Context: an optimization exercise on an open-source flow, tuned for small area, a short achievable clock period and few clock cycles per item. The choices shown serve that exercise and are no tape-out recipe.
Only simulation tests tie the RTL to the original design; equivalence was not proved.
Power is estimated from default activity; no workload was simulated.

**design/flow/config.mk**
```make
export PLATFORM = sky130hd
export DESIGN_NAME = elastic_alu
export DESIGN_NICKNAME = elastic_alu
export VERILOG_FILES = /design/flow/design.v
export SDC_FILE = /design/flow/constraint.sdc
export NUM_CORES = 4
export LEC_CHECK = 0
export CAP_MARGIN = 20
export CORE_MARGIN = 2
export CORE_UTILIZATION = 40
export SLEW_MARGIN = 20
export SYNTH_HIERARCHICAL = 1
```
**design/flow/flow/run.sh**
```bash
#!/bin/bash
# The standard layout (standard.sh) with two changes to the ORFS run:
#  - timing repair aims at a larger setup slack (SETUP_SLACK_MARGIN), so the
#    layout is sped up beyond the 10 ns clock it must meet;
#  - the port buffers are buf_2 cells rather than the delay-cell buffer that
#    buffer_ports picks by default (every port still gets its own buffer).
# The make output goes to make_flow.log; ORFS keeps each tool's log under orfs/logs.
set -euo pipefail
MARGIN=${MARGIN:-7.0}
PORTBUF=${PORTBUF:-sky130_fd_sc_hd__buf_2}
sed "s/\"\\\${@:-finish}\"/SETUP_SLACK_MARGIN=$MARGIN 'BUFFER_PORTS_ARGS=-buffer_cell $PORTBUF' \"\${@:-finish}\"/" standard.sh > flow/standard_own.sh
grep -q "SETUP_SLACK_MARGIN=$MARGIN" flow/standard_own.sh
bash flow/standard_own.sh > make_flow.log 2>&1
```
**design/flow/design.v**
```verilog
`timescale 1ns/1ps
package alu_pkg;
	localparam int DATA_W = 32;
	typedef logic [DATA_W-1:0] word_t;
	localparam int SHAMT_W = 5;
	typedef logic [SHAMT_W-1:0] shamt_t;
	typedef enum logic [3:0] {
		OP_ADD  = 4'd0,
		OP_SUB  = 4'd1,
		OP_MUL  = 4'd2,
		OP_AND  = 4'd3,
		OP_OR   = 4'd4,
		OP_XOR  = 4'd5,
		OP_SHL  = 4'd6,
		OP_LSHR = 4'd7,
		OP_ASHR = 4'd8,
		OP_EQ   = 4'd9,
		OP_NE   = 4'd10,
		OP_ULT  = 4'd11,
		OP_ULE  = 4'd12,
		OP_SLT  = 4'd13,
		OP_SLE  = 4'd14
	} alu_op_t;
	localparam int MUL_STAGES_DEF = 4;
endpackage
`timescale 1ns/1ps
module elastic_alu (
	input logic clk,
	input logic rst,
	input logic [31:0] lhs,
	input logic [3:0] lhs_op,
	input logic lhs_valid,
	output logic lhs_ready,
	input logic [31:0] rhs,
	input logic rhs_valid,
	output logic rhs_ready,
	output logic [31:0] result,
	output logic result_valid,
	input logic result_ready
);
	logic lv, rv, fire, adv;
	logic [31:0] a_l, a_r;
	logic [3:0] a_op;
	logic lbusy, rbusy, lv_n, rv_n, sv_n;
	assign fire = lv & rv & adv;
	assign lhs_ready = ~lbusy;
	assign rhs_ready = ~rbusy;
	logic l_en, r_en;
	assign l_en = ~lv | fire;
	assign r_en = ~rv | fire;
	assign lv_n = l_en ? lhs_valid : lv;
	assign rv_n = r_en ? rhs_valid : rv;
	always_ff @(posedge clk or posedge rst) begin
		if (rst) begin
			lv <= 1'b0;
			rv <= 1'b0;
			lbusy <= 1'b0;
			rbusy <= 1'b0;
		end else begin
			lv <= lv_n;
			rv <= rv_n;
			lbusy <= lv_n & ~(rv_n & ~sv_n);
			rbusy <= rv_n & ~(lv_n & ~sv_n);
		end
	end
	always_ff @(posedge clk) begin
		if (l_en) begin
			a_l <= lhs;
			a_op <= lhs_op;
		end
		if (r_en) begin
			a_r <= rhs;
		end
	end
	logic o_mul, o_sh, o_one, o_addr, o_subr, o_and, o_or, o_xor, o_cin, o_sgn, o_rt, o_s;
	logic [31:0] e_l, e_ad, fill;
	logic [15:0] e_one, e_two, e_neg;
	logic [32:0] rr;
	logic e_x0, eq, lt, e_cmp;
	logic [31:0] cl, cr;
	always_comb begin
		o_mul = (a_op == 4'd2);
		o_sh = (a_op == 4'd6) | (a_op == 4'd7) | (a_op == 4'd8);
		o_rt = (a_op == 4'd7) | (a_op == 4'd8);
		o_s = (a_op == 4'd8) & a_l[31];
		o_addr = (a_op == 4'd0);
		o_subr = (a_op == 4'd1);
		o_one = o_addr | o_subr;
		o_and = (a_op == 4'd3);
		o_or = (a_op == 4'd4);
		o_xor = (a_op == 4'd5);
		o_cin = (a_op == 4'd1);
		o_sgn = (a_op == 4'd13) | (a_op == 4'd14);
		for (int i = 0; i < 32; i++) begin
			e_l[i] = o_rt ? a_l[31 - i] : a_l[i];
		end
		rr = {a_r, 1'b0};
		for (int j = 0; j < 16; j++) begin
			e_one[j] = (o_mul & (rr[2*j+1] ^ rr[2*j])) | (o_sh & (a_r[4:1] == j) & ~a_r[0]) | ((j == 0) & o_one);
			e_two[j] = (o_mul & ((rr[2*j+2] & ~rr[2*j+1] & ~rr[2*j]) | (~rr[2*j+2] & rr[2*j+1] & rr[2*j]))) |
				(o_sh & (a_r[4:1] == j) & a_r[0]);
			e_neg[j] = o_mul & rr[2*j+2];
		end
		e_x0 = o_mul ? e_neg[0] : o_cin;
		for (int i = 0; i < 32; i++) begin
			fill[i] = o_s & (i < a_r[4:0]);
		end
		e_ad = ({32{o_addr}} & a_r) | ({32{o_subr}} & ~a_r) | ({32{o_and}} & (a_l & a_r)) |
			({32{o_or}} & (a_l | a_r)) | ({32{o_xor}} & (a_l ^ a_r)) | fill;
		eq = (a_l == a_r);
		cl = {a_l[31] ^ o_sgn, a_l[30:0]};
		cr = {a_r[31] ^ o_sgn, a_r[30:0]};
		lt = (cl < cr);
		case (a_op)
			4'd9: e_cmp = eq;
			4'd10: e_cmp = ~eq;
			4'd11, 4'd13: e_cmp = lt;
			4'd12, 4'd14: e_cmp = lt | eq;
			default: e_cmp = 1'b0;
		endcase
	end
	logic cv;
	logic [31:0] c_l, ad;
	logic [15:0] one, two, neg;
	logic x0;
	logic c_sn, c_sr, c_fe;
	always_ff @(posedge clk or posedge rst) begin
		if (rst) begin
			cv <= 1'b0;
		end else if (adv) begin
			cv <= fire;
		end
	end
	always_ff @(posedge clk) begin
		if (adv) begin
			c_l <= e_l;
			ad <= e_ad;
			one <= e_one;
			two <= e_two;
			neg <= e_neg;
			x0 <= e_x0;
			c_sn <= ~o_rt;
			c_sr <= o_rt;
			c_fe <= e_cmp;
		end
	end
	logic [31:0] pp0, pp1, pp2, pp3, pp4, pp5, pp6, pp7, pp8, pp9, pp10, pp11, pp12, pp13, pp14, pp15;
	logic [32:0] ll;
	assign ll = {c_l, 1'b0};
	always_comb begin
		for (int i = 0; i < 32; i++) begin
			pp0[i] = ((one[0] & ll[i+1]) | (two[0] & ll[i])) ^ neg[0];
			pp1[i] = ((one[1] & ll[i+1]) | (two[1] & ll[i])) ^ neg[1];
			pp2[i] = ((one[2] & ll[i+1]) | (two[2] & ll[i])) ^ neg[2];
			pp3[i] = ((one[3] & ll[i+1]) | (two[3] & ll[i])) ^ neg[3];
			pp4[i] = ((one[4] & ll[i+1]) | (two[4] & ll[i])) ^ neg[4];
			pp5[i] = ((one[5] & ll[i+1]) | (two[5] & ll[i])) ^ neg[5];
			pp6[i] = ((one[6] & ll[i+1]) | (two[6] & ll[i])) ^ neg[6];
			pp7[i] = ((one[7] & ll[i+1]) | (two[7] & ll[i])) ^ neg[7];
			pp8[i] = ((one[8] & ll[i+1]) | (two[8] & ll[i])) ^ neg[8];
			pp9[i] = ((one[9] & ll[i+1]) | (two[9] & ll[i])) ^ neg[9];
			pp10[i] = ((one[10] & ll[i+1]) | (two[10] & ll[i])) ^ neg[10];
			pp11[i] = ((one[11] & ll[i+1]) | (two[11] & ll[i])) ^ neg[11];
			pp12[i] = ((one[12] & ll[i+1]) | (two[12] & ll[i])) ^ neg[12];
			pp13[i] = ((one[13] & ll[i+1]) | (two[13] & ll[i])) ^ neg[13];
			pp14[i] = ((one[14] & ll[i+1]) | (two[14] & ll[i])) ^ neg[14];
			pp15[i] = ((one[15] & ll[i+1]) | (two[15] & ll[i])) ^ neg[15];
		end
	end
	logic [31:0] tx, ty, sum;
	logic t1, t2, t3, t4, t5, t6, t7, t8, t9, t10, t11, t12, t13, t14, t15, t16, t17, t18, t19, t20, t21, t22, t23, t24, t25, t26, t27, t28, t29, t30, t31, t32, t33, t34, t35, t36, t37, t38, t39, t40, t41, t42, t43, t44, t45, t46, t47, t48, t49, t50, t51, t52, t53, t54, t55, t56, t57, t58, t59, t60, t61, t62, t63, t64, t65, t66, t67, t68, t69, t70, t71, t72, t73, t74, t75, t76, t77, t78, t79, t80, t81, t82, t83, t84, t85, t86, t87, t88, t89, t90, t91, t92, t93, t94, t95, t96, t97, t98, t99, t100, t101, t102, t103, t104, t105, t106, t107, t108, t109, t110, t111, t112, t113, t114, t115, t116, t117, t118, t119, t120, t121, t122, t123, t124, t125, t126, t127, t128, t129, t130, t131, t132, t133, t134, t135, t136, t137, t138, t139, t140, t141, t142, t143, t144, t145, t146, t147, t148, t149, t150, t151, t152, t153, t154, t155, t156, t157, t158, t159, t160, t161, t162, t163, t164, t165, t166, t167, t168, t169, t170, t171, t172, t173, t174, t175, t176, t177, t178, t179, t180, t181, t182, t183, t184, t185, t186, t187, t188, t189, t190, t191, t192, t193, t194, t195, t196, t197, t198, t199, t200, t201, t202, t203, t204, t205, t206, t207, t208, t209, t210, t211, t212, t213, t214, t215, t216, t217, t218, t219, t220, t221, t222, t223, t224, t225, t226, t227, t228, t229, t230, t231, t232, t233, t234, t235, t236, t237, t238, t239, t240, t241, t242, t243, t244, t245, t246, t247, t248, t249, t250, t251, t252, t253, t254, t255, t256, t257, t258, t259, t260, t261, t262, t263, t264, t265, t266, t267, t268, t269, t270, t271, t272, t273, t274, t275, t276, t277, t278, t279, t280, t281, t282, t283, t284, t285, t286, t287, t288, t289, t290, t291, t292, t293, t294, t295, t296, t297, t298, t299, t300, t301, t302, t303, t304, t305, t306, t307, t308, t309, t310, t311, t312, t313, t314, t315, t316, t317, t318, t319, t320, t321, t322, t323, t324, t325, t326, t327, t328, t329, t330, t331, t332, t333, t334, t335, t336, t337, t338, t339, t340, t341, t342, t343, t344, t345, t346, t347, t348, t349, t350, t351, t352, t353, t354, t355, t356, t357, t358, t359, t360, t361, t362, t363, t364, t365, t366, t367, t368, t369, t370, t371, t372, t373, t374, t375, t376, t377, t378, t379, t380, t381, t382, t383, t384, t385, t386, t387, t388, t389, t390, t391, t392, t393, t394, t395, t396, t397, t398, t399, t400, t401, t402, t403, t404, t405, t406, t407, t408, t409, t410, t411, t412, t413, t414, t415, t416, t417, t418, t419, t420, t421, t422, t423, t424, t425, t426, t427, t428, t429, t430, t431, t432, t433, t434, t435, t436, t437, t438, t439, t440, t441, t442, t443, t444, t445, t446, t447, t448, t449, t450, t451, t452, t453, t454, t455, t456, t457, t458, t459, t460, t461, t462, t463, t464, t465, t466, t467, t468, t469, t470, t471, t472, t473, t474, t475, t476, t477, t478, t479, t480, t481, t482, t483, t484, t485, t486, t487, t488, t489, t490, t491, t492, t493, t494, t495, t496, t497, t498, t499, t500, t501, t502, t503, t504, t505, t506, t507, t508, t509, t510, t511, t512, t513, t514, t515, t516, t517, t518, t519, t520, t521;
	csa_ha t1_h (.a(neg[11]), .b(ad[22]), .s(t1), .co(t2));
	csa_ha t3_h (.a(ad[23]), .b(pp0[23]), .s(t3), .co(t4));
	csa_fa t5_f (.a(neg[12]), .b(ad[24]), .c(pp0[24]), .s(t5), .co(t6));
	csa_ha t7_h (.a(pp10[4]), .b(pp11[2]), .s(t7), .co(t8));
	csa_fa t9_f (.a(ad[25]), .b(pp0[25]), .c(pp10[5]), .s(t9), .co(t10));
	csa_ha t11_h (.a(pp11[3]), .b(pp12[1]), .s(t11), .co(t12));
	csa_fa t13_f (.a(neg[13]), .b(ad[26]), .c(pp0[26]), .s(t13), .co(t14));
	csa_fa t15_f (.a(pp10[6]), .b(pp11[4]), .c(pp12[2]), .s(t15), .co(t16));
	csa_ha t17_h (.a(pp13[0]), .b(pp1[24]), .s(t17), .co(t18));
	csa_fa t19_f (.a(ad[27]), .b(pp0[27]), .c(pp10[7]), .s(t19), .co(t20));
	csa_fa t21_f (.a(pp11[5]), .b(pp12[3]), .c(pp13[1]), .s(t21), .co(t22));
	csa_ha t23_h (.a(pp1[25]), .b(pp2[23]), .s(t23), .co(t24));
	csa_fa t25_f (.a(neg[14]), .b(ad[28]), .c(pp0[28]), .s(t25), .co(t26));
	csa_fa t27_f (.a(pp10[8]), .b(pp11[6]), .c(pp12[4]), .s(t27), .co(t28));
	csa_fa t29_f (.a(pp13[2]), .b(pp14[0]), .c(pp1[26]), .s(t29), .co(t30));
	csa_ha t31_h (.a(pp2[24]), .b(pp3[22]), .s(t31), .co(t32));
	csa_fa t33_f (.a(ad[29]), .b(pp0[29]), .c(pp10[9]), .s(t33), .co(t34));
	csa_fa t35_f (.a(pp11[7]), .b(pp12[5]), .c(pp13[3]), .s(t35), .co(t36));
	csa_fa t37_f (.a(pp14[1]), .b(pp1[27]), .c(pp2[25]), .s(t37), .co(t38));
	csa_ha t39_h (.a(pp3[23]), .b(pp4[21]), .s(t39), .co(t40));
	csa_fa t41_f (.a(neg[15]), .b(ad[30]), .c(pp0[30]), .s(t41), .co(t42));
	csa_fa t43_f (.a(pp10[10]), .b(pp11[8]), .c(pp12[6]), .s(t43), .co(t44));
	csa_fa t45_f (.a(pp13[4]), .b(pp14[2]), .c(pp15[0]), .s(t45), .co(t46));
	csa_fa t47_f (.a(pp1[28]), .b(pp2[26]), .c(pp3[24]), .s(t47), .co(t48));
	csa_ha t49_h (.a(pp4[22]), .b(pp5[20]), .s(t49), .co(t50));
	csa_x2 t52_x (.a(ad[31]), .b(pp0[31]), .y(t52));
	csa_x2 t51_x (.a(t52), .b(pp10[11]), .y(t51));
	csa_x2 t54_x (.a(pp11[9]), .b(pp12[7]), .y(t54));
	csa_x2 t53_x (.a(t54), .b(pp13[5]), .y(t53));
	csa_x2 t56_x (.a(pp14[3]), .b(pp15[1]), .y(t56));
	csa_x2 t55_x (.a(t56), .b(pp1[29]), .y(t55));
	csa_x2 t58_x (.a(pp2[27]), .b(pp3[25]), .y(t58));
	csa_x2 t57_x (.a(t58), .b(pp4[23]), .y(t57));
	csa_x2 t59_x (.a(pp5[21]), .b(pp6[19]), .y(t59));
	csa_ha t60_h (.a(neg[7]), .b(ad[14]), .s(t60), .co(t61));
	csa_ha t62_h (.a(ad[15]), .b(pp0[15]), .s(t62), .co(t63));
	csa_fa t64_f (.a(neg[8]), .b(ad[16]), .c(pp0[16]), .s(t64), .co(t65));
	csa_ha t66_h (.a(pp1[14]), .b(pp2[12]), .s(t66), .co(t67));
	csa_fa t68_f (.a(ad[17]), .b(pp0[17]), .c(pp1[15]), .s(t68), .co(t69));
	csa_ha t70_h (.a(pp2[13]), .b(pp3[11]), .s(t70), .co(t71));
	csa_fa t72_f (.a(neg[9]), .b(ad[18]), .c(pp0[18]), .s(t72), .co(t73));
	csa_fa t74_f (.a(pp1[16]), .b(pp2[14]), .c(pp3[12]), .s(t74), .co(t75));
	csa_ha t76_h (.a(pp4[10]), .b(pp5[8]), .s(t76), .co(t77));
	csa_fa t78_f (.a(ad[19]), .b(pp0[19]), .c(pp1[17]), .s(t78), .co(t79));
	csa_fa t80_f (.a(pp2[15]), .b(pp3[13]), .c(pp4[11]), .s(t80), .co(t81));
	csa_ha t82_h (.a(pp5[9]), .b(pp6[7]), .s(t82), .co(t83));
	csa_fa t84_f (.a(neg[10]), .b(ad[20]), .c(pp0[20]), .s(t84), .co(t85));
	csa_fa t86_f (.a(pp10[0]), .b(pp1[18]), .c(pp2[16]), .s(t86), .co(t87));
	csa_fa t88_f (.a(pp3[14]), .b(pp4[12]), .c(pp5[10]), .s(t88), .co(t89));
	csa_ha t90_h (.a(pp6[8]), .b(pp7[6]), .s(t90), .co(t91));
	csa_fa t92_f (.a(ad[21]), .b(pp0[21]), .c(pp10[1]), .s(t92), .co(t93));
	csa_fa t94_f (.a(pp1[19]), .b(pp2[17]), .c(pp3[15]), .s(t94), .co(t95));
	csa_fa t96_f (.a(pp4[13]), .b(pp5[11]), .c(pp6[9]), .s(t96), .co(t97));
	csa_ha t98_h (.a(pp7[7]), .b(pp8[5]), .s(t98), .co(t99));
	csa_fa t100_f (.a(pp0[22]), .b(pp10[2]), .c(pp11[0]), .s(t100), .co(t101));
	csa_fa t102_f (.a(pp1[20]), .b(pp2[18]), .c(pp3[16]), .s(t102), .co(t103));
	csa_fa t104_f (.a(pp4[14]), .b(pp5[12]), .c(pp6[10]), .s(t104), .co(t105));
	csa_fa t106_f (.a(pp7[8]), .b(pp8[6]), .c(pp9[4]), .s(t106), .co(t107));
	csa_fa t108_f (.a(pp10[3]), .b(pp11[1]), .c(pp1[21]), .s(t108), .co(t109));
	csa_fa t110_f (.a(pp2[19]), .b(pp3[17]), .c(pp4[15]), .s(t110), .co(t111));
	csa_fa t112_f (.a(pp5[13]), .b(pp6[11]), .c(pp7[9]), .s(t112), .co(t113));
	csa_fa t114_f (.a(pp8[7]), .b(pp9[5]), .c(t2), .s(t114), .co(t115));
	csa_fa t116_f (.a(pp12[0]), .b(pp1[22]), .c(pp2[20]), .s(t116), .co(t117));
	csa_fa t118_f (.a(pp3[18]), .b(pp4[16]), .c(pp5[14]), .s(t118), .co(t119));
	csa_fa t120_f (.a(pp6[12]), .b(pp7[10]), .c(pp8[8]), .s(t120), .co(t121));
	csa_fa t122_f (.a(pp9[6]), .b(t4), .c(t7), .s(t122), .co(t123));
	csa_fa t124_f (.a(pp1[23]), .b(pp2[21]), .c(pp3[19]), .s(t124), .co(t125));
	csa_fa t126_f (.a(pp4[17]), .b(pp5[15]), .c(pp6[13]), .s(t126), .co(t127));
	csa_fa t128_f (.a(pp7[11]), .b(pp8[9]), .c(pp9[7]), .s(t128), .co(t129));
	csa_fa t130_f (.a(t8), .b(t11), .c(t6), .s(t130), .co(t131));
	csa_fa t132_f (.a(pp2[22]), .b(pp3[20]), .c(pp4[18]), .s(t132), .co(t133));
	csa_fa t134_f (.a(pp5[16]), .b(pp6[14]), .c(pp7[12]), .s(t134), .co(t135));
	csa_fa t136_f (.a(pp8[10]), .b(pp9[8]), .c(t12), .s(t136), .co(t137));
	csa_fa t138_f (.a(t17), .b(t10), .c(t13), .s(t138), .co(t139));
	csa_fa t140_f (.a(pp3[21]), .b(pp4[19]), .c(pp5[17]), .s(t140), .co(t141));
	csa_fa t142_f (.a(pp6[15]), .b(pp7[13]), .c(pp8[11]), .s(t142), .co(t143));
	csa_fa t144_f (.a(pp9[9]), .b(t18), .c(t23), .s(t144), .co(t145));
	csa_fa t146_f (.a(t14), .b(t16), .c(t19), .s(t146), .co(t147));
	csa_fa t148_f (.a(pp4[20]), .b(pp5[18]), .c(pp6[16]), .s(t148), .co(t149));
	csa_fa t150_f (.a(pp7[14]), .b(pp8[12]), .c(pp9[10]), .s(t150), .co(t151));
	csa_fa t152_f (.a(t24), .b(t31), .c(t20), .s(t152), .co(t153));
	csa_fa t154_f (.a(t22), .b(t25), .c(t27), .s(t154), .co(t155));
	csa_fa t156_f (.a(pp5[19]), .b(pp6[17]), .c(pp7[15]), .s(t156), .co(t157));
	csa_fa t158_f (.a(pp8[13]), .b(pp9[11]), .c(t32), .s(t158), .co(t159));
	csa_fa t160_f (.a(t39), .b(t26), .c(t28), .s(t160), .co(t161));
	csa_fa t162_f (.a(t30), .b(t33), .c(t35), .s(t162), .co(t163));
	csa_fa t164_f (.a(pp6[18]), .b(pp7[16]), .c(pp8[14]), .s(t164), .co(t165));
	csa_fa t166_f (.a(pp9[12]), .b(t40), .c(t49), .s(t166), .co(t167));
	csa_fa t168_f (.a(t34), .b(t36), .c(t38), .s(t168), .co(t169));
	csa_fa t170_f (.a(t41), .b(t43), .c(t45), .s(t170), .co(t171));
	csa_x2 t173_x (.a(pp7[17]), .b(pp8[15]), .y(t173));
	csa_x2 t172_x (.a(t173), .b(pp9[13]), .y(t172));
	csa_x2 t175_x (.a(t50), .b(t59), .y(t175));
	csa_x2 t174_x (.a(t175), .b(t42), .y(t174));
	csa_x2 t177_x (.a(t44), .b(t46), .y(t177));
	csa_x2 t176_x (.a(t177), .b(t48), .y(t176));
	csa_x2 t179_x (.a(t51), .b(t53), .y(t179));
	csa_x2 t178_x (.a(t179), .b(t55), .y(t178));
	csa_ha t180_h (.a(neg[4]), .b(ad[8]), .s(t180), .co(t181));
	csa_ha t182_h (.a(ad[9]), .b(pp0[9]), .s(t182), .co(t183));
	csa_fa t184_f (.a(neg[5]), .b(ad[10]), .c(pp0[10]), .s(t184), .co(t185));
	csa_ha t186_h (.a(pp1[8]), .b(pp2[6]), .s(t186), .co(t187));
	csa_fa t188_f (.a(ad[11]), .b(pp0[11]), .c(pp1[9]), .s(t188), .co(t189));
	csa_ha t190_h (.a(pp2[7]), .b(pp3[5]), .s(t190), .co(t191));
	csa_fa t192_f (.a(neg[6]), .b(ad[12]), .c(pp0[12]), .s(t192), .co(t193));
	csa_fa t194_f (.a(pp1[10]), .b(pp2[8]), .c(pp3[6]), .s(t194), .co(t195));
	csa_ha t196_h (.a(pp4[4]), .b(pp5[2]), .s(t196), .co(t197));
	csa_fa t198_f (.a(ad[13]), .b(pp0[13]), .c(pp1[11]), .s(t198), .co(t199));
	csa_fa t200_f (.a(pp2[9]), .b(pp3[7]), .c(pp4[5]), .s(t200), .co(t201));
	csa_ha t202_h (.a(pp5[3]), .b(pp6[1]), .s(t202), .co(t203));
	csa_fa t204_f (.a(pp0[14]), .b(pp1[12]), .c(pp2[10]), .s(t204), .co(t205));
	csa_fa t206_f (.a(pp3[8]), .b(pp4[6]), .c(pp5[4]), .s(t206), .co(t207));
	csa_fa t208_f (.a(pp6[2]), .b(pp7[0]), .c(t60), .s(t208), .co(t209));
	csa_fa t210_f (.a(pp1[13]), .b(pp2[11]), .c(pp3[9]), .s(t210), .co(t211));
	csa_fa t212_f (.a(pp4[7]), .b(pp5[5]), .c(pp6[3]), .s(t212), .co(t213));
	csa_fa t214_f (.a(pp7[1]), .b(t61), .c(t62), .s(t214), .co(t215));
	csa_fa t216_f (.a(pp3[10]), .b(pp4[8]), .c(pp5[6]), .s(t216), .co(t217));
	csa_fa t218_f (.a(pp6[4]), .b(pp7[2]), .c(pp8[0]), .s(t218), .co(t219));
	csa_fa t220_f (.a(t63), .b(t66), .c(t64), .s(t220), .co(t221));
	csa_fa t222_f (.a(pp4[9]), .b(pp5[7]), .c(pp6[5]), .s(t222), .co(t223));
	csa_fa t224_f (.a(pp7[3]), .b(pp8[1]), .c(t67), .s(t224), .co(t225));
	csa_fa t226_f (.a(t70), .b(t65), .c(t68), .s(t226), .co(t227));
	csa_fa t228_f (.a(pp6[6]), .b(pp7[4]), .c(pp8[2]), .s(t228), .co(t229));
	csa_fa t230_f (.a(pp9[0]), .b(t71), .c(t76), .s(t230), .co(t231));
	csa_fa t232_f (.a(t69), .b(t72), .c(t74), .s(t232), .co(t233));
	csa_fa t234_f (.a(pp7[5]), .b(pp8[3]), .c(pp9[1]), .s(t234), .co(t235));
	csa_fa t236_f (.a(t77), .b(t82), .c(t73), .s(t236), .co(t237));
	csa_fa t238_f (.a(t75), .b(t78), .c(t80), .s(t238), .co(t239));
	csa_fa t240_f (.a(pp8[4]), .b(pp9[2]), .c(t83), .s(t240), .co(t241));
	csa_fa t242_f (.a(t90), .b(t79), .c(t81), .s(t242), .co(t243));
	csa_fa t244_f (.a(t84), .b(t86), .c(t88), .s(t244), .co(t245));
	csa_fa t246_f (.a(pp9[3]), .b(t91), .c(t98), .s(t246), .co(t247));
	csa_fa t248_f (.a(t85), .b(t87), .c(t89), .s(t248), .co(t249));
	csa_fa t250_f (.a(t92), .b(t94), .c(t96), .s(t250), .co(t251));
	csa_fa t252_f (.a(t1), .b(t99), .c(t93), .s(t252), .co(t253));
	csa_fa t254_f (.a(t95), .b(t97), .c(t100), .s(t254), .co(t255));
	csa_fa t256_f (.a(t102), .b(t104), .c(t106), .s(t256), .co(t257));
	csa_fa t258_f (.a(t3), .b(t101), .c(t103), .s(t258), .co(t259));
	csa_fa t260_f (.a(t105), .b(t107), .c(t108), .s(t260), .co(t261));
	csa_fa t262_f (.a(t110), .b(t112), .c(t114), .s(t262), .co(t263));
	csa_x2 t265_x (.a(t109), .b(t111), .y(t265));
	csa_x2 t264_x (.a(t265), .b(t113), .y(t264));
	csa_mj t266_m (.a(t109), .b(t111), .c(t113), .y(t266));
	csa_x2 t268_x (.a(t115), .b(t116), .y(t268));
	csa_x2 t267_x (.a(t268), .b(t118), .y(t267));
	csa_mj t269_m (.a(t115), .b(t116), .c(t118), .y(t269));
	csa_x2 t271_x (.a(t120), .b(t5), .y(t271));
	csa_x2 t270_x (.a(t271), .b(t122), .y(t270));
	csa_mj t272_m (.a(t120), .b(t5), .c(t122), .y(t272));
	csa_x2 t274_x (.a(t117), .b(t119), .y(t274));
	csa_x2 t273_x (.a(t274), .b(t121), .y(t273));
	csa_mj t275_m (.a(t117), .b(t119), .c(t121), .y(t275));
	csa_x2 t277_x (.a(t124), .b(t126), .y(t277));
	csa_x2 t276_x (.a(t277), .b(t128), .y(t276));
	csa_mj t278_m (.a(t124), .b(t126), .c(t128), .y(t278));
	csa_x2 t280_x (.a(t9), .b(t123), .y(t280));
	csa_x2 t279_x (.a(t280), .b(t130), .y(t279));
	csa_mj t281_m (.a(t9), .b(t123), .c(t130), .y(t281));
	csa_x2 t283_x (.a(t125), .b(t127), .y(t283));
	csa_x2 t282_x (.a(t283), .b(t129), .y(t282));
	csa_mj t284_m (.a(t125), .b(t127), .c(t129), .y(t284));
	csa_x2 t286_x (.a(t132), .b(t134), .y(t286));
	csa_x2 t285_x (.a(t286), .b(t15), .y(t285));
	csa_mj t287_m (.a(t132), .b(t134), .c(t15), .y(t287));
	csa_x2 t289_x (.a(t136), .b(t131), .y(t289));
	csa_x2 t288_x (.a(t289), .b(t138), .y(t288));
	csa_mj t290_m (.a(t136), .b(t131), .c(t138), .y(t290));
	csa_x2 t292_x (.a(t133), .b(t135), .y(t292));
	csa_x2 t291_x (.a(t292), .b(t140), .y(t291));
	csa_mj t293_m (.a(t133), .b(t135), .c(t140), .y(t293));
	csa_x2 t295_x (.a(t142), .b(t21), .y(t295));
	csa_x2 t294_x (.a(t295), .b(t137), .y(t294));
	csa_mj t296_m (.a(t142), .b(t21), .c(t137), .y(t296));
	csa_x2 t298_x (.a(t144), .b(t139), .y(t298));
	csa_x2 t297_x (.a(t298), .b(t146), .y(t297));
	csa_mj t299_m (.a(t144), .b(t139), .c(t146), .y(t299));
	csa_x2 t301_x (.a(t141), .b(t143), .y(t301));
	csa_x2 t300_x (.a(t301), .b(t148), .y(t300));
	csa_mj t302_m (.a(t141), .b(t143), .c(t148), .y(t302));
	csa_x2 t304_x (.a(t150), .b(t29), .y(t304));
	csa_x2 t303_x (.a(t304), .b(t145), .y(t303));
	csa_mj t305_m (.a(t150), .b(t29), .c(t145), .y(t305));
	csa_x2 t307_x (.a(t147), .b(t152), .y(t307));
	csa_x2 t306_x (.a(t307), .b(t154), .y(t306));
	csa_mj t308_m (.a(t147), .b(t152), .c(t154), .y(t308));
	csa_x2 t310_x (.a(t149), .b(t151), .y(t310));
	csa_x2 t309_x (.a(t310), .b(t156), .y(t309));
	csa_mj t311_m (.a(t149), .b(t151), .c(t156), .y(t311));
	csa_x2 t313_x (.a(t37), .b(t158), .y(t313));
	csa_x2 t312_x (.a(t313), .b(t153), .y(t312));
	csa_mj t314_m (.a(t37), .b(t158), .c(t153), .y(t314));
	csa_x2 t316_x (.a(t155), .b(t160), .y(t316));
	csa_x2 t315_x (.a(t316), .b(t162), .y(t315));
	csa_mj t317_m (.a(t155), .b(t160), .c(t162), .y(t317));
	csa_x2 t319_x (.a(t157), .b(t164), .y(t319));
	csa_x2 t318_x (.a(t319), .b(t47), .y(t318));
	csa_mj t320_m (.a(t157), .b(t164), .c(t47), .y(t320));
	csa_x2 t322_x (.a(t159), .b(t166), .y(t322));
	csa_x2 t321_x (.a(t322), .b(t161), .y(t321));
	csa_mj t323_m (.a(t159), .b(t166), .c(t161), .y(t323));
	csa_x2 t325_x (.a(t163), .b(t168), .y(t325));
	csa_x2 t324_x (.a(t325), .b(t170), .y(t324));
	csa_mj t326_m (.a(t163), .b(t168), .c(t170), .y(t326));
	csa_x2 t328_x (.a(t165), .b(t172), .y(t328));
	csa_x2 t327_x (.a(t328), .b(t57), .y(t327));
	csa_x2 t330_x (.a(t167), .b(t174), .y(t330));
	csa_x2 t329_x (.a(t330), .b(t169), .y(t329));
	csa_x2 t332_x (.a(t176), .b(t178), .y(t332));
	csa_x2 t331_x (.a(t332), .b(t171), .y(t331));
	csa_ha t333_h (.a(neg[2]), .b(ad[4]), .s(t333), .co(t334));
	csa_ha t335_h (.a(ad[5]), .b(pp0[5]), .s(t335), .co(t336));
	csa_fa t337_f (.a(neg[3]), .b(ad[6]), .c(pp0[6]), .s(t337), .co(t338));
	csa_ha t339_h (.a(pp1[4]), .b(pp2[2]), .s(t339), .co(t340));
	csa_fa t341_f (.a(ad[7]), .b(pp0[7]), .c(pp1[5]), .s(t341), .co(t342));
	csa_ha t343_h (.a(pp2[3]), .b(pp3[1]), .s(t343), .co(t344));
	csa_fa t345_f (.a(pp0[8]), .b(pp1[6]), .c(pp2[4]), .s(t345), .co(t346));
	csa_fa t347_f (.a(pp3[2]), .b(pp4[0]), .c(t180), .s(t347), .co(t348));
	csa_fa t349_f (.a(pp1[7]), .b(pp2[5]), .c(pp3[3]), .s(t349), .co(t350));
	csa_fa t351_f (.a(pp4[1]), .b(t181), .c(t182), .s(t351), .co(t352));
	csa_fa t353_f (.a(pp3[4]), .b(pp4[2]), .c(pp5[0]), .s(t353), .co(t354));
	csa_fa t355_f (.a(t183), .b(t186), .c(t184), .s(t355), .co(t356));
	csa_fa t357_f (.a(pp4[3]), .b(pp5[1]), .c(t187), .s(t357), .co(t358));
	csa_fa t359_f (.a(t190), .b(t185), .c(t188), .s(t359), .co(t360));
	csa_fa t361_f (.a(pp6[0]), .b(t191), .c(t196), .s(t361), .co(t362));
	csa_fa t363_f (.a(t189), .b(t192), .c(t194), .s(t363), .co(t364));
	csa_fa t365_f (.a(t197), .b(t202), .c(t193), .s(t365), .co(t366));
	csa_fa t367_f (.a(t195), .b(t198), .c(t200), .s(t367), .co(t368));
	csa_fa t369_f (.a(t203), .b(t199), .c(t201), .s(t369), .co(t370));
	csa_fa t371_f (.a(t204), .b(t206), .c(t208), .s(t371), .co(t372));
	csa_fa t373_f (.a(t205), .b(t207), .c(t210), .s(t373), .co(t374));
	csa_fa t375_f (.a(t212), .b(t209), .c(t214), .s(t375), .co(t376));
	csa_fa t377_f (.a(t211), .b(t213), .c(t216), .s(t377), .co(t378));
	csa_fa t379_f (.a(t218), .b(t215), .c(t220), .s(t379), .co(t380));
	csa_fa t381_f (.a(t217), .b(t219), .c(t222), .s(t381), .co(t382));
	csa_fa t383_f (.a(t224), .b(t221), .c(t226), .s(t383), .co(t384));
	csa_fa t385_f (.a(t223), .b(t228), .c(t225), .s(t385), .co(t386));
	csa_fa t387_f (.a(t230), .b(t227), .c(t232), .s(t387), .co(t388));
	csa_fa t389_f (.a(t229), .b(t234), .c(t231), .s(t389), .co(t390));
	csa_fa t391_f (.a(t233), .b(t236), .c(t238), .s(t391), .co(t392));
	csa_fa t393_f (.a(t235), .b(t240), .c(t237), .s(t393), .co(t394));
	csa_fa t395_f (.a(t239), .b(t242), .c(t244), .s(t395), .co(t396));
	csa_fa t397_f (.a(t241), .b(t246), .c(t243), .s(t397), .co(t398));
	csa_fa t399_f (.a(t245), .b(t248), .c(t250), .s(t399), .co(t400));
	csa_fa t401_f (.a(t247), .b(t249), .c(t251), .s(t401), .co(t402));
	csa_fa t403_f (.a(t252), .b(t254), .c(t256), .s(t403), .co(t404));
	csa_fa t405_f (.a(t253), .b(t255), .c(t257), .s(t405), .co(t406));
	csa_fa t407_f (.a(t258), .b(t260), .c(t262), .s(t407), .co(t408));
	csa_x2 t410_x (.a(t259), .b(t264), .y(t410));
	csa_x2 t409_x (.a(t410), .b(t261), .y(t409));
	csa_mj t411_m (.a(t259), .b(t264), .c(t261), .y(t411));
	csa_x2 t413_x (.a(t267), .b(t263), .y(t413));
	csa_x2 t412_x (.a(t413), .b(t270), .y(t412));
	csa_mj t414_m (.a(t267), .b(t263), .c(t270), .y(t414));
	csa_x2 t416_x (.a(t266), .b(t273), .y(t416));
	csa_x2 t415_x (.a(t416), .b(t269), .y(t415));
	csa_mj t417_m (.a(t266), .b(t273), .c(t269), .y(t417));
	csa_x2 t419_x (.a(t276), .b(t279), .y(t419));
	csa_x2 t418_x (.a(t419), .b(t272), .y(t418));
	csa_mj t420_m (.a(t276), .b(t279), .c(t272), .y(t420));
	csa_x2 t422_x (.a(t275), .b(t282), .y(t422));
	csa_x2 t421_x (.a(t422), .b(t278), .y(t421));
	csa_mj t423_m (.a(t275), .b(t282), .c(t278), .y(t423));
	csa_x2 t425_x (.a(t285), .b(t288), .y(t425));
	csa_x2 t424_x (.a(t425), .b(t281), .y(t424));
	csa_mj t426_m (.a(t285), .b(t288), .c(t281), .y(t426));
	csa_x2 t428_x (.a(t284), .b(t291), .y(t428));
	csa_x2 t427_x (.a(t428), .b(t287), .y(t427));
	csa_mj t429_m (.a(t284), .b(t291), .c(t287), .y(t429));
	csa_x2 t431_x (.a(t294), .b(t297), .y(t431));
	csa_x2 t430_x (.a(t431), .b(t290), .y(t430));
	csa_mj t432_m (.a(t294), .b(t297), .c(t290), .y(t432));
	csa_x2 t434_x (.a(t300), .b(t293), .y(t434));
	csa_x2 t433_x (.a(t434), .b(t303), .y(t433));
	csa_mj t435_m (.a(t300), .b(t293), .c(t303), .y(t435));
	csa_x2 t437_x (.a(t296), .b(t306), .y(t437));
	csa_x2 t436_x (.a(t437), .b(t299), .y(t436));
	csa_mj t438_m (.a(t296), .b(t306), .c(t299), .y(t438));
	csa_x2 t440_x (.a(t309), .b(t302), .y(t440));
	csa_x2 t439_x (.a(t440), .b(t305), .y(t439));
	csa_mj t441_m (.a(t309), .b(t302), .c(t305), .y(t441));
	csa_x2 t443_x (.a(t312), .b(t315), .y(t443));
	csa_x2 t442_x (.a(t443), .b(t308), .y(t442));
	csa_mj t444_m (.a(t312), .b(t315), .c(t308), .y(t444));
	csa_x2 t446_x (.a(t311), .b(t318), .y(t446));
	csa_x2 t445_x (.a(t446), .b(t314), .y(t445));
	csa_mj t447_m (.a(t311), .b(t318), .c(t314), .y(t447));
	csa_x2 t449_x (.a(t321), .b(t324), .y(t449));
	csa_x2 t448_x (.a(t449), .b(t317), .y(t448));
	csa_mj t450_m (.a(t321), .b(t324), .c(t317), .y(t450));
	csa_x2 t452_x (.a(t320), .b(t327), .y(t452));
	csa_x2 t451_x (.a(t452), .b(t329), .y(t451));
	csa_x2 t454_x (.a(t323), .b(t331), .y(t454));
	csa_x2 t453_x (.a(t454), .b(t326), .y(t453));
	csa_ha t455_h (.a(neg[1]), .b(ad[2]), .s(t455), .co(t456));
	csa_ha t457_h (.a(ad[3]), .b(pp0[3]), .s(t457), .co(t458));
	csa_fa t459_f (.a(pp0[4]), .b(pp1[2]), .c(pp2[0]), .s(t459), .co(t460));
	csa_fa t461_f (.a(pp1[3]), .b(pp2[1]), .c(t334), .s(t461), .co(t462));
	csa_fa t463_f (.a(pp3[0]), .b(t336), .c(t339), .s(t463), .co(t464));
	csa_fa t465_f (.a(t340), .b(t343), .c(t338), .s(t465), .co(t466));
	csa_fa t467_f (.a(t344), .b(t342), .c(t345), .s(t467), .co(t468));
	csa_fa t469_f (.a(t346), .b(t349), .c(t348), .s(t469), .co(t470));
	csa_fa t471_f (.a(t350), .b(t353), .c(t352), .s(t471), .co(t472));
	csa_fa t473_f (.a(t354), .b(t357), .c(t356), .s(t473), .co(t474));
	csa_fa t475_f (.a(t358), .b(t361), .c(t360), .s(t475), .co(t476));
	csa_fa t477_f (.a(t362), .b(t364), .c(t365), .s(t477), .co(t478));
	csa_fa t479_f (.a(t366), .b(t368), .c(t369), .s(t479), .co(t480));
	csa_fa t481_f (.a(t370), .b(t373), .c(t372), .s(t481), .co(t482));
	csa_fa t483_f (.a(t374), .b(t377), .c(t376), .s(t483), .co(t484));
	csa_fa t485_f (.a(t378), .b(t381), .c(t380), .s(t485), .co(t486));
	csa_fa t487_f (.a(t382), .b(t385), .c(t384), .s(t487), .co(t488));
	csa_fa t489_f (.a(t386), .b(t389), .c(t388), .s(t489), .co(t490));
	csa_fa t491_f (.a(t390), .b(t393), .c(t392), .s(t491), .co(t492));
	csa_fa t493_f (.a(t394), .b(t397), .c(t396), .s(t493), .co(t494));
	csa_fa t495_f (.a(t398), .b(t401), .c(t400), .s(t495), .co(t496));
	csa_fa t497_f (.a(t402), .b(t405), .c(t404), .s(t497), .co(t498));
	csa_x2 t500_x (.a(t409), .b(t406), .y(t500));
	csa_x2 t499_x (.a(t500), .b(t412), .y(t499));
	csa_mj t501_m (.a(t409), .b(t406), .c(t412), .y(t501));
	csa_x2 t503_x (.a(t411), .b(t415), .y(t503));
	csa_x2 t502_x (.a(t503), .b(t414), .y(t502));
	csa_mj t504_m (.a(t411), .b(t415), .c(t414), .y(t504));
	csa_x2 t506_x (.a(t417), .b(t421), .y(t506));
	csa_x2 t505_x (.a(t506), .b(t420), .y(t505));
	csa_mj t507_m (.a(t417), .b(t421), .c(t420), .y(t507));
	csa_x2 t509_x (.a(t423), .b(t427), .y(t509));
	csa_x2 t508_x (.a(t509), .b(t426), .y(t508));
	csa_mj t510_m (.a(t423), .b(t427), .c(t426), .y(t510));
	csa_x2 t512_x (.a(t429), .b(t433), .y(t512));
	csa_x2 t511_x (.a(t512), .b(t432), .y(t511));
	csa_mj t513_m (.a(t429), .b(t433), .c(t432), .y(t513));
	csa_x2 t515_x (.a(t435), .b(t439), .y(t515));
	csa_x2 t514_x (.a(t515), .b(t438), .y(t514));
	csa_mj t516_m (.a(t435), .b(t439), .c(t438), .y(t516));
	csa_x2 t518_x (.a(t445), .b(t441), .y(t518));
	csa_x2 t517_x (.a(t518), .b(t444), .y(t517));
	csa_mj t519_m (.a(t445), .b(t441), .c(t444), .y(t519));
	csa_x2 t521_x (.a(t451), .b(t447), .y(t521));
	csa_x2 t520_x (.a(t521), .b(t450), .y(t520));
	logic q0_0, q0_1, q0_2, q1_0, q1_1, q2_0, q2_1, q2_2, q3_0, q3_1, q3_2, q4_0, q4_1, q4_2, q5_0, q5_1, q5_2, q6_0, q6_1, q6_2, q7_0, q7_1, q7_2, q8_0, q8_1, q8_2, q9_0, q9_1, q9_2, q10_0, q10_1, q10_2, q11_0, q11_1, q11_2, q12_0, q12_1, q12_2, q13_0, q13_1, q13_2, q14_0, q14_1, q14_2, q15_0, q15_1, q15_2, q16_0, q16_1, q16_2, q17_0, q17_1, q17_2, q18_0, q18_1, q18_2, q19_0, q19_1, q19_2, q20_0, q20_1, q20_2, q21_0, q21_1, q21_2, q22_0, q22_1, q22_2, q23_0, q23_1, q23_2, q24_0, q24_1, q24_2, q25_0, q25_1, q25_2, q26_0, q26_1, q26_2, q27_0, q27_1, q27_2, q28_0, q28_1, q28_2, q29_0, q29_1, q29_2, q30_0, q30_1, q30_2, q31_0, q31_1, q31_2;
	always_ff @(posedge clk) begin
		if (adv) begin
			q0_0 <= ad[0];
			q0_1 <= x0;
			q0_2 <= pp0[0];
			q1_0 <= ad[1];
			q1_1 <= pp0[1];
			q2_0 <= t455;
			q2_1 <= pp0[2];
			q2_2 <= pp1[0];
			q3_0 <= t457;
			q3_1 <= pp1[1];
			q3_2 <= t456;
			q4_0 <= t459;
			q4_1 <= t333;
			q4_2 <= t458;
			q5_0 <= t461;
			q5_1 <= t335;
			q5_2 <= t460;
			q6_0 <= t463;
			q6_1 <= t337;
			q6_2 <= t462;
			q7_0 <= t465;
			q7_1 <= t341;
			q7_2 <= t464;
			q8_0 <= t467;
			q8_1 <= t347;
			q8_2 <= t466;
			q9_0 <= t469;
			q9_1 <= t351;
			q9_2 <= t468;
			q10_0 <= t471;
			q10_1 <= t355;
			q10_2 <= t470;
			q11_0 <= t473;
			q11_1 <= t359;
			q11_2 <= t472;
			q12_0 <= t475;
			q12_1 <= t363;
			q12_2 <= t474;
			q13_0 <= t477;
			q13_1 <= t367;
			q13_2 <= t476;
			q14_0 <= t479;
			q14_1 <= t371;
			q14_2 <= t478;
			q15_0 <= t481;
			q15_1 <= t375;
			q15_2 <= t480;
			q16_0 <= t483;
			q16_1 <= t379;
			q16_2 <= t482;
			q17_0 <= t485;
			q17_1 <= t383;
			q17_2 <= t484;
			q18_0 <= t487;
			q18_1 <= t387;
			q18_2 <= t486;
			q19_0 <= t489;
			q19_1 <= t391;
			q19_2 <= t488;
			q20_0 <= t491;
			q20_1 <= t395;
			q20_2 <= t490;
			q21_0 <= t493;
			q21_1 <= t399;
			q21_2 <= t492;
			q22_0 <= t495;
			q22_1 <= t403;
			q22_2 <= t494;
			q23_0 <= t497;
			q23_1 <= t407;
			q23_2 <= t496;
			q24_0 <= t499;
			q24_1 <= t408;
			q24_2 <= t498;
			q25_0 <= t502;
			q25_1 <= t418;
			q25_2 <= t501;
			q26_0 <= t505;
			q26_1 <= t424;
			q26_2 <= t504;
			q27_0 <= t508;
			q27_1 <= t430;
			q27_2 <= t507;
			q28_0 <= t511;
			q28_1 <= t436;
			q28_2 <= t510;
			q29_0 <= t514;
			q29_1 <= t442;
			q29_2 <= t513;
			q30_0 <= t517;
			q30_1 <= t448;
			q30_2 <= t516;
			q31_0 <= t520;
			q31_1 <= t453;
			q31_2 <= t519;
		end
	end
	logic u1, u2, u3, u4, u5, u6, u7, u8, u9, u10, u11, u12, u13, u14, u15, u16, u17, u18, u19, u20, u21, u22, u23, u24, u25, u26, u27, u28, u29, u30, u31, u32, u33, u34, u35, u36, u37, u38, u39, u40, u41, u42, u43, u44, u45, u46, u47, u48, u49, u50, u51, u52, u53, u54, u55, u56, u57, u58, u59, u60, u61, u62, u63, u64, u65, u66, u67, u68, u69, u70, u71;
	csa_ha u1_h (.a(q0_0), .b(q0_1), .s(u1), .co(u2));
	csa_ha u3_h (.a(q1_0), .b(q1_1), .s(u3), .co(u4));
	csa_fa u5_f (.a(q2_0), .b(q2_1), .c(q2_2), .s(u5), .co(u6));
	csa_fa u7_f (.a(q3_0), .b(q3_1), .c(q3_2), .s(u7), .co(u8));
	csa_fa u9_f (.a(q4_0), .b(q4_1), .c(q4_2), .s(u9), .co(u10));
	csa_fa u11_f (.a(q5_0), .b(q5_1), .c(q5_2), .s(u11), .co(u12));
	csa_fa u13_f (.a(q6_0), .b(q6_1), .c(q6_2), .s(u13), .co(u14));
	csa_fa u15_f (.a(q7_0), .b(q7_1), .c(q7_2), .s(u15), .co(u16));
	csa_fa u17_f (.a(q8_0), .b(q8_1), .c(q8_2), .s(u17), .co(u18));
	csa_fa u19_f (.a(q9_0), .b(q9_1), .c(q9_2), .s(u19), .co(u20));
	csa_fa u21_f (.a(q10_0), .b(q10_1), .c(q10_2), .s(u21), .co(u22));
	csa_fa u23_f (.a(q11_0), .b(q11_1), .c(q11_2), .s(u23), .co(u24));
	csa_fa u25_f (.a(q12_0), .b(q12_1), .c(q12_2), .s(u25), .co(u26));
	csa_fa u27_f (.a(q13_0), .b(q13_1), .c(q13_2), .s(u27), .co(u28));
	csa_fa u29_f (.a(q14_0), .b(q14_1), .c(q14_2), .s(u29), .co(u30));
	csa_fa u31_f (.a(q15_0), .b(q15_1), .c(q15_2), .s(u31), .co(u32));
	csa_fa u33_f (.a(q16_0), .b(q16_1), .c(q16_2), .s(u33), .co(u34));
	csa_fa u35_f (.a(q17_0), .b(q17_1), .c(q17_2), .s(u35), .co(u36));
	csa_fa u37_f (.a(q18_0), .b(q18_1), .c(q18_2), .s(u37), .co(u38));
	csa_fa u39_f (.a(q19_0), .b(q19_1), .c(q19_2), .s(u39), .co(u40));
	csa_fa u41_f (.a(q20_0), .b(q20_1), .c(q20_2), .s(u41), .co(u42));
	csa_fa u43_f (.a(q21_0), .b(q21_1), .c(q21_2), .s(u43), .co(u44));
	csa_fa u45_f (.a(q22_0), .b(q22_1), .c(q22_2), .s(u45), .co(u46));
	csa_fa u47_f (.a(q23_0), .b(q23_1), .c(q23_2), .s(u47), .co(u48));
	csa_x2 u50_x (.a(q24_0), .b(q24_1), .y(u50));
	csa_x2 u49_x (.a(u50), .b(q24_2), .y(u49));
	csa_mj u51_m (.a(q24_0), .b(q24_1), .c(q24_2), .y(u51));
	csa_x2 u53_x (.a(q25_0), .b(q25_1), .y(u53));
	csa_x2 u52_x (.a(u53), .b(q25_2), .y(u52));
	csa_mj u54_m (.a(q25_0), .b(q25_1), .c(q25_2), .y(u54));
	csa_x2 u56_x (.a(q26_0), .b(q26_1), .y(u56));
	csa_x2 u55_x (.a(u56), .b(q26_2), .y(u55));
	csa_mj u57_m (.a(q26_0), .b(q26_1), .c(q26_2), .y(u57));
	csa_x2 u59_x (.a(q27_0), .b(q27_1), .y(u59));
	csa_x2 u58_x (.a(u59), .b(q27_2), .y(u58));
	csa_mj u60_m (.a(q27_0), .b(q27_1), .c(q27_2), .y(u60));
	csa_x2 u62_x (.a(q28_0), .b(q28_1), .y(u62));
	csa_x2 u61_x (.a(u62), .b(q28_2), .y(u61));
	csa_mj u63_m (.a(q28_0), .b(q28_1), .c(q28_2), .y(u63));
	csa_x2 u65_x (.a(q29_0), .b(q29_1), .y(u65));
	csa_x2 u64_x (.a(u65), .b(q29_2), .y(u64));
	csa_mj u66_m (.a(q29_0), .b(q29_1), .c(q29_2), .y(u66));
	csa_x2 u68_x (.a(q30_0), .b(q30_1), .y(u68));
	csa_x2 u67_x (.a(u68), .b(q30_2), .y(u67));
	csa_mj u69_m (.a(q30_0), .b(q30_1), .c(q30_2), .y(u69));
	csa_x2 u71_x (.a(q31_0), .b(q31_1), .y(u71));
	csa_x2 u70_x (.a(u71), .b(q31_2), .y(u70));
	assign tx = {u70, u67, u64, u61, u58, u55, u52, u49, u47, u45, u43, u41, u39, u37, u35, u33, u31, u29, u27, u25, u23, u21, u19, u17, u15, u13, u11, u9, u7, u5, u3, u1};
	assign ty = {u69, u66, u63, u60, u57, u54, u51, u48, u46, u44, u42, u40, u38, u36, u34, u32, u30, u28, u26, u24, u22, u20, u18, u16, u14, u12, u10, u8, u6, u4, u2, q0_2};
	assign sum = tx + ty;
	logic bv;
	logic b_sn, b_sr, b_fe;
	always_ff @(posedge clk or posedge rst) begin
		if (rst) begin
			bv <= 1'b0;
		end else if (adv) begin
			bv <= cv;
		end
	end
	always_ff @(posedge clk) begin
		if (adv) begin
			b_sn <= c_sn;
			b_sr <= c_sr;
			b_fe <= c_fe;
		end
	end
	logic [31:0] res;
	always_comb begin
		for (int i = 0; i < 32; i++) begin
			res[i] = (b_sn & sum[i]) | (b_sr & sum[31 - i]);
		end
		res[0] = res[0] | b_fe;
	end
	logic ov, sv, take;
	logic [31:0] o_d, s_d;
	assign adv = ~sv;
	assign take = ov & result_ready;
	assign result_valid = ov;
	assign result = o_d;
	logic ov_n;
	always_comb begin
		ov_n = ov;
		sv_n = sv;
		if (sv) begin
			if (take) sv_n = 1'b0;
		end else if (bv) begin
			if (ov & ~take) sv_n = 1'b1;
			else ov_n = 1'b1;
		end else if (take) begin
			ov_n = 1'b0;
		end
	end
	always_ff @(posedge clk or posedge rst) begin
		if (rst) begin
			ov <= 1'b0;
			sv <= 1'b0;
		end else begin
			ov <= ov_n;
			sv <= sv_n;
		end
	end
	logic k_s, k_n, k_r;
	logic [31:0] o_n;
	assign k_s = sv;
	assign k_n = ~sv & b_sn;
	assign k_r = ~sv & b_sr;
	always_comb begin
		for (int i = 0; i < 32; i++) begin
			o_n[i] = (k_s & s_d[i]) | (k_n & sum[i]) | (k_r & sum[31 - i]);
		end
		o_n[0] = o_n[0] | (~sv & b_fe);
	end
	always_ff @(posedge clk) begin
		if (~sv) s_d <= res;
		if ((sv & take) | (~sv & bv & (~ov | take))) o_d <= o_n;
	end
endmodule
module csa_fa (
	input logic a,
	input logic b,
	input logic c,
	output logic s,
	output logic co
);
	assign s = a ^ b ^ c;
	assign co = (a & b) | (a & c) | (b & c);
endmodule
module csa_ha (
	input logic a,
	input logic b,
	output logic s,
	output logic co
);
	assign s = a ^ b;
	assign co = a & b;
endmodule
module csa_x2 (
	input logic a,
	input logic b,
	output logic y
);
	assign y = a ^ b;
endmodule
module csa_mj (
	input logic a,
	input logic b,
	input logic c,
	output logic y
);
	assign y = (a & b) | (a & c) | (b & c);
endmodule
```
**design/flow/standard.sh**
```bash
#!/bin/bash
# synth_recipe.tcl (not shown) runs the flow's synth.tcl, then flattens the netlist and writes it again
# the make line also repeats each setting of config.mk as NAME=value (left out here)
make -C /OpenROAD-flow-scripts/flow DESIGN_CONFIG=/design/flow/config.mk WORK_HOME=/design/flow/orfs CLKGATE_MAP_FILE= SYNTH_SCRIPT=/design/flow/synth_recipe.tcl "${@:-finish}"
```
**design/flow/flow/standard_own.sh**
```bash
#!/bin/bash
# The standard flow's own layout of this design, on the ORFS make targets given (by default finish). After
# finish it leaves the final layout's DEF at /design/flow/out/final.def.
set -euo pipefail
make -C /OpenROAD-flow-scripts/flow DESIGN_CONFIG=/design/flow/config.mk WORK_HOME=/design/flow/orfs CLKGATE_MAP_FILE= SYNTH_SCRIPT=/design/flow/synth_recipe.tcl CAP_MARGIN=20 CORE_MARGIN=2 CORE_UTILIZATION=40 SLEW_MARGIN=20 SYNTH_HIERARCHICAL=1 SETUP_SLACK_MARGIN=7.0 'BUFFER_PORTS_ARGS=-buffer_cell sky130_fd_sc_hd__buf_2' "${@:-finish}"
if [[ -f /design/flow/orfs/results/sky130hd/elastic_alu/base/6_final.odb ]]; then
  : # left out here: write the final layout as DEF
fi
```
**design/flow/constraint.sdc**
```tcl
create_clock -name core_clock -period 10.0 [get_ports {clk}]
set_input_delay 2.0000 -clock core_clock [delete_from_list [all_inputs] [get_ports {clk}]]
set_output_delay 2.0000 -clock core_clock [all_outputs]
set_load 0.01 [all_outputs]
```
==> notes.md <==
[worst max-delay path, cell delays in order, from the launching register on]
cell and delay, ps:
edfxtp_1 400, fa_1 540, ha_4 330, o21ai_1 110
o211a_1 270, or3_4 340, a2111o_1 520, and3b_2 320
o31ai_4 280, mux2_4 190
[stage by stage]
step | setup WS, ps | utilization | hold slack, ps | instances
global placement | 6430 | 0.425 | 405 | 3418
floorplan | 6910 | - | 400 | 2534
detailed placement | 6340 | 0.425 | 405 | 3418
global route | 6480 | 0.512 | 425 | 3761
CTS | 6600 | 0.495 | 420 | 3701
finish | 6570 | 0.512 | 420 | 3761
[how the worst max path moves through the flow]
stage | startpoint | end | slack [ps] | cells past startpoint
after floorplan | c_l[7] | q31_2 | 6910 | 9
after global placement | c_l[11] | q22_0 | 6430 | 6
after detailed placement | c_l[11] | q22_0 | 6340 | 6
after CTS | q6_1 | o_d[8] | 6600 | 9
after global routing | q4_0 | o_d[3] | 6480 | 14
final | q3_0 | o_d[8] | 6570 | 9
[power by group]
group / internal, mW / leakage (nW) / total (mW) / switching (mW)
clock network: 0.940 / 0.682 / 1.59 / 0.652
registers: 1.61 / 3.07 / 1.61 / 0
logic: 0.00966 / 10.0 / 0.0140 / 0.00429
total: 2.56 / 13.8 / 3.21 / 0.656
[per-module statistics from Yosys, one instance, submodules excluded]
module / flops+latches / times used / cells / cell area [um^2]
csa_x2: 0 / 129 / 1 / 8.76
csa_ha: 0 / 31 / 1 / 12.5
csa_fa: 0 / 176 / 1 / 20.0
csa_mj: 0 / 49 / 1 / 11.3
elastic_alu: 354 / 1 / 2149 / 22500
[logic make-up (layout without fill, tap and decap cells)]
logic type,count (synthesis),in the layout
AO/OA/AOI/OAI,658,658
AND/OR/NAND/NOR,379,379
adder cells (fa/ha/maj),393,393
flip-flops,354,354
XOR/XNOR,435,435
multiplexers,13,13
buffers and inverters,302,589
[registers in the layout, summed over array words and instances (netlist names), 4 cells and up]
| name | flops |
|---|---|
| o_d | 32 |
| one | 16 |
| c_l | 32 |
| s_d | 32 |
| a_l | 32 |
| ad | 32 |
| a_r | 32 |
| two | 16 |
| a_op | 4 |
| neg | 16 |
[cells in the final DEF, fill, tap and decap left out, types with 16 or more instances in the layout]
cell       netlist  final
a22oi_1        271    199
nand3_1         38     35
clkbuf_16        0     45
o21ai_0        110    101
edfxtp_1       346    346
a22oi_2          0     72
maj3_2          49     49
ha_1           167    146
a32o_1          27     27
xnor2_1        287    259
buf_4            0    197
a21oi_1         89     79
xor2_1         148    123
nand2_1        163    161
buf_2            0    107
xor2_2           0     21
nor3_1          28     22
buf_6            0     35
a221oi_1        16     16
nor2_1          84     79
fa_1           177    106
inv_1           94     92
fa_2             0     71
xnor2_2          0     27
buf_12           0     54
[layer usage]
| metal | share of wire | up-vias | routed length (um) | global-route usage |
|---|---|---|---|---|
| li1 | - | 9695 | - | - |
| met1 | 0.39 | 11000 | 38300 | 0.332 |
| met2 | 0.47 | 1257 | 46200 | 0.428 |
| met3 | 0.085 | 343 | 8320 | 0.0526 |
| met4 | 0.052 | 2 | 5110 | 0.125 |
| met5 | 0.00013 | - | 13 | 0 |
[final cells by class]
class | instances | area (um^2) | share of cell area
inverters | 94 | 364 | 0.0102
well taps | 940 | 1180 | 0.0329
repair buffers | 416 | 4050 | 0.113
flip-flops and latches | 354 | 10600 | 0.297
clock inverters | 27 | 289 | 0.00809
multi-input cells | 1878 | 18100 | 0.507
clock buffers | 52 | 1130 | 0.0317
[timing repair]
item	4_1_cts	5_1_grt
gates resized for setup	263	137
setup buffers	191	59
pin swaps	148	148
setup endpoints to repair	154	147
cloned	13	1
==> impl_metrics.json <==
{
  "ys_top_cells_by_area": "edfxtp_1 37%, fa_1 13%, xnor2_1 8.9%",
  "synth-compound-area-share": 0.163,
  "r2r-start": "q3_0",
  "cts_tree": "yes",
  "holdCritStartpoint": "c_sn",
  "tns_ps": 0,
  "overflow": 0,
  "dieArea_mm2": 0.0725,
  "whs_endpoint": "b_sn",
  "ys_seq_area_frac": 0.376,
  "r2r_slack_ps": 6570,
  "synthesis.area_mm2": 0.0281,
  "max_cap_viol_count": 0,
  "synthTopCellsByCount": "346 x edfxtp_1, 287 x xnor2_1, 271 x a22oi_1",
  "place.gp.congestion": 0.966,
  "cts_max_path_buffers": 3,
  "grt_pass1_wl_um": 144000,
  "grt_max_degree": 115,
  "ys_seq_elements": 354,
  "vias": 22300,
  "p_leak_nw": 13.8,
  "power_mw": 3.21,
  "rsz0062_at_grt": "yes",
  "rr_endpoint": "o_d[8]",
  "synth_cell_types": 58,
  "synthArstFlopShare": 0.0226,
  "reg2regPathDepth": 9,
  "worst_pin_slew_ps": 1040,
  "hold_class": "reg -> reg",
  "synthAdderAreaFrac": 0.220,
  "arrival_ps": 3890,
  "ys.flop_type": "edfxtp_1",
  "required_ps": 10460,
  "min_period_ps": 3430,
  "clk_pin_slew_worst_paths_ps": 60,
  "n_antenna_cell": 0,
  "finClkSkew_ps": 21.6,
  "yosysTopAreaCellShare": 0.369,
  "synth_mux_area_frac": 0.00520,
  "wl_per_cell_um": 26.1,
  "stdcell_area_mm2": 0.0357,
  "p_per_area_mw_per_mm2": 90.0,
  "yosysMostFrequentCell": "edfxtp_1",
  "clkLatencyLatePin_ps": 580,
  "synth_edf_count": 346,
  "status": "timing/DRC/antenna clean",
  "yosys.area_share.simple": 0.0599,
  "place_area_mm2": 0.0296,
  "first_pass_iters": 6,
  "chipHeight_um": 269,
  "synth_xor_area_frac": 0.135,
  "row_count": 97,
  "ant_nets": 0,
  "initial_core_util": 0.403,
  "crit_type": "reg -> reg",
  "finalCritPeriodShare": 0.343,
  "die_x_um": 269,
  "cts_buffers": 44,
  "irDropWorstVdd_mv": 0.120,
  "fillers": 6027,
  "synth_top_cell_by_area": "edfxtp_1",
  "slew_violations": 0,
  "drive_above_1_share": 0.299,
  "drt_iter0_drc": 2254,
  "max_freq_mhz": 292,
  "antenna_found_initial": 1,
  "clock-sinks": 354,
  "yosysWarnings": 7,
  "cts-root-buf": "clkbuf_16",
  "worstSetupEndpointType": "flop",
  "cts.htree.levels": 2,
  "viasPerCell": 5.94,
  "syn_area_per_cell_um2": 11.1,
  "slew_headroom": 0.304,
  "core_mm2": 0.0698,
  "synth_top_family_by_area": "adder cells",
  "hpwlAfterDp_um": 63000,
  "synthCells": 2534,
  "min_path_cells": 0,
  "syn_nets": 2951,
  "finalSetupViolations": 0,
  "ctsHoldBuffers": 0,
  "drcViolationCount": 0,
  "worstPathMaxFanout": 4,
  "wl_um": 98000,
  "area_growth_pct": 27.0,
  "grt_pass1_vias": 22600,
  "ios": 108,
  "grt_use_total": 0.261,
  "critPathLaunchType": "flop",
  "port_buffers": 107,
  "hold_violations": 0,
  "final_nets": 3205
}
Testbench counts, summed over its fixed seeds: cycles 16,032, items 16,000.

## re-timing with driven ports
The results above use ideal ports. As a check the final layout listed here was re-extracted and re-timed, cells and wires unchanged.
Step 1: set_driving_cell puts a clkbuf_16 on clk and a buf_2 on each other input, an assumption about the parent block.
Step 2, shift: input delay + t, output delay - t, t = (earliest + latest rising clock arrival at the registers) / 2. This alone moves slack from input paths to output paths.
Slacks: ideal ports / drivers / drivers and shift; pairs: ideal ports / drivers.
t, ns: 0.634
setup WS [ns]: 6.573 / 6.573 / 6.573
clock arrival spread, ns: 0.024 / 0.024
After both steps setup and hold are still met in this run. For this run, drivers alone change the setup slack by 0.000 ns; drivers and shift together by 0.000 ns.
